Context: an optimization exercise on an open-source flow, tuned for small area and a short achievable clock period. The choices shown serve that exercise and are no tape-out recipe.
Only simulation tests tie the RTL to the original design; equivalence was not proved.

## v30
## maf_rr_scheduler
module maf_rr_scheduler (
  input  logic        clk,
  input  logic        rst,
  input  logic [3:0]  in_valid,
  input  logic [39:0] in_data,
  output logic [3:0]  in_ready,
  input  logic [3:0]  clr,
  output logic        out_valid,
  input  logic        out_ready,
  output logic [9:0]  out_data,
  output logic [1:0]  out_ch,
  output logic        out_primed
);
Size in the first run: ~1600 cells after synthesis, about 660 flip-flops, ~69 I/O pins.
Settings: LEC_CHECK=0, CAP_MARGIN=20, CORE_MARGIN=2, CORE_UTILIZATION=65, CTS_BUF_LIST=sky130_fd_sc_hd__clkbuf_16, CTS_CLUSTER_DIAMETER=120, CTS_CLUSTER_SIZE=24, SLEW_MARGIN=20; clock period 17.0 ns.
standard.sh (not shown) runs the stock make flow with config.mk's settings and CLKGATE_MAP_FILE= SYNTH_SCRIPT=/design/flow/synth_recipe.tcl, a recipe that flattens the netlist after the stock synthesis.
==> flow/flow/run.sh <==
#!/bin/bash
# Standard layout (the standard.sh, unchanged synthesis), with:
#  - repair_timing aiming for a larger setup slack, so the achieved clock
#    period (not just the 17 ns target) is optimised;
#  - port buffers of a plain buf_2 cell (the resizer still sizes them).
set -euo pipefail
bash standard.sh SETUP_SLACK_MARGIN=9 "BUFFER_PORTS_ARGS=-buffer_cell sky130_fd_sc_hd__buf_2" finish > standard.log 2>&1
#### Input delta (v4 over v30)
--- a/flow/design.v
+++ b/flow/design.v
@@ -130,58 +130,74 @@
       rr_g   = rr_g   | (gnt[i] ? rr[i]           : 7'd0);
       dd_g   = dd_g   | (gnt[i] ? dd[i]           : 7'd0);
       sd_g   = sd_g   | (gnt[i] ? sd[i]           : 6'd0);
     end
     primed = |go;
   end
-  logic [19:0] ad_t, cs_r, ad_r, cs_a, ad_y, cs_n1, cs_n2, ad_n;
+  logic [19:0] ad_t, cs_r, ad_r, cs_a, ad_y, cs_n1, ad_n;
   logic [6:0]  t, po, r_new;
   logic [9:0]  y, quot, q_new;
   logic        nz;
   assign ad_t  = cadd10({3'b0, rr_g}, {4'b0, sd_g});
   assign t     = ad_t[6:0];
   assign nz = !(t == 7'd0 || t == 7'd15 || t == 7'd30 || t == 7'd45);
   logic [9:0]      a;
   logic [7:0]      ah;
   logic [1:0]      al;
   logic [15:0]     id_a;
   logic [7:0]      ahm, ahp;
-  logic [5:0][9:0] cand;
-  logic [4:0]      fo;
   assign cs_a  = csa10(q_g, {{7{rh_g[2]}}, rh_g}, {3'b0, dd_g}, 1'b0);
   assign ad_y  = cadd10(cs_a[9:0], cs_a[19:10]);
   assign a     = ad_y[9:0];
   assign ah    = a[9:2];
   assign al    = a[1:0];
   assign id_a  = incdec8(ah);
   assign ahp   = id_a[7:0];
   assign ahm   = id_a[15:8];
-  always_comb begin
-    cand[0] = {(al == 2'd0) ? ahm : ah, al - 2'd1};
-    cand[1] = a;
-    cand[2] = {(al == 2'd3) ? ahp : ah, al + 2'd1};
-    cand[3] = {al[1]        ? ahp : ah, ~al[1], al[0]};
-    cand[4] = {(al != 2'd0) ? ahp : ah, al - 2'd1};
-    cand[5] = {ahp, al};
+  logic [4:0] fo;
+  logic [5:0] cm, cp;      
+  logic [4:0] sg;          
+  logic [4:0] cr;          
+  logic [5:0] mo;          
+  logic       sm, sp, s0;
+  logic       hm7, hp7;
+  logic [1:0] yl;
+  always_comb begin
     fo[0] = t[6];
     fo[1] = !t[6] && t < 7'd15;
     fo[2] = !t[6] && t >= 7'd15 && t < 7'd30;
     fo[3] = !t[6] && t >= 7'd30 && t < 7'd45;
     fo[4] = !t[6] && t >= 7'd45;
-    y = '0;
-    for (int f = 0; f < 5; f++)
-      if (fo[f])
-        y = y | ((nz && !cand[f][9]) ? cand[f+1] : cand[f]);
+    cm    = {5'b0, al == 2'd0};
+    cp    = {1'b1, al != 2'd0, al[1], al == 2'd3, 2'b00};
+    hm7   = ah[7] ^ ~|ah[6:0];
+    hp7   = ah[7] ^ &ah[6:0];
+    for (int f = 0; f < 5; f++) begin
+      sg[f] = cm[f] ? hm7 : cp[f] ? hp7 : ah[7];
+      cr[f] = nz && !sg[f];
+    end
+    mo[0] = fo[0] && !cr[0];
+    for (int j = 1; j < 5; j++)
+      mo[j] = (fo[j] && !cr[j]) || (fo[j-1] && cr[j-1]);
+    mo[5] = fo[4] && cr[4];
+    sm = |(mo & cm);
+    sp = |(mo & cp);
+    s0 = !sm && !sp;
+    yl = '0;
+    for (int j = 0; j < 6; j++)
+      if (mo[j]) yl = yl | (al + 2'(j - 1));
+    y = {({8{sm}} & ahm) | ({8{sp}} & ahp) | ({8{s0}} & ah), yl};
   end
   assign quot  = y ^ 10'h200;
   assign po    = {3'b0, o_g[3:0]} + {3'b0, o_g[7:4]} + {5'b0, o_g[9:8]};
   assign ad_r  = cadd10({3'b0, t}, {3'b111, ~po});
   assign r_new = ad_r[16:10];
-  assign cs_n1 = csa10(cs_a[9:0], cs_a[19:10], ~{4'b0, o_g[9:4]}, 1'b1);
-  assign cs_n2 = csa10(cs_n1[9:0], cs_n1[19:10], ~{8'b0, o_g[9:8]}, 1'b1);
-  assign ad_n  = cadd10(cs_n2[9:0], cs_n2[19:10]);
+  logic [6:0] ob;
+  assign ob    = {1'b0, o_g[9:4]} + {5'b0, o_g[9:8]};
+  assign cs_n1 = csa10(cs_a[9:0], cs_a[19:10], ~{3'b0, ob}, 1'b1);
+  assign ad_n  = cadd10(cs_n1[9:0], cs_n1[19:10]);
   assign q_new = ad_n[9:0];
   always_ff @(posedge clk) begin
     for (int i = 0; i < 4; i++)
       if (take && gnt[i]) begin
         hist_q[i] <= {hist_q[i][12:0], samp[i]};
         q_q[i]    <= q_new;
The fmax in v30 is 1.05 times that in v4. Data arrival time of the critical path for v4 is higher than for v30. As far as total of endpoints with negative setup slack in the final report is concerned, v4 and v30 perform about the same. For final hold slack, v4 and v30 come out practically identical. v4 ends up with a core footprint that is about 2.7% lower than in v30. As far as worst-case clock buffer depth goes, v4 and v30 are indistinguishable; the numbers are identical. Changes observed in v4 relative to v30: share of the core filled with cells now sits lower, setup slack after layout now sits lower. Re global-route usage: v30 and v4 aren't equal, and the higher value belongs to v4.

separate check: timing with driven ports:
Ports are ideal in the flow. The routed layouts listed here were re-timed in OpenROAD.
Step 1 sets driving cells, clkbuf_16 on the clock port and buf_2 on the other inputs (assumed; they add their load-dependent delay and slew).
Step 2 also shifts input and output timing later by t, the mid clock arrival at the registers, as if the neighbouring blocks saw the same clock.
Slacks: no drivers / after step 1 / after step 2; pairs: no drivers / after step 1.
run	t, ns	setup slack, ns	clock arrival spread, ns	worst register clock-pin slew, ns	cell pins on the clock port's net
v30	0.672	8.698 / 8.711 / 8.039	0.035 / 0.035	0.10 / 0.10	1
v4	0.650	8.246 / 8.250 / 7.600	0.034 / 0.034	0.11 / 0.11	1
After both steps setup and hold are still met in every run listed. For v30, which loses most, drivers alone change the setup slack by +0.013 ns; drivers and shift together by -0.659 ns.
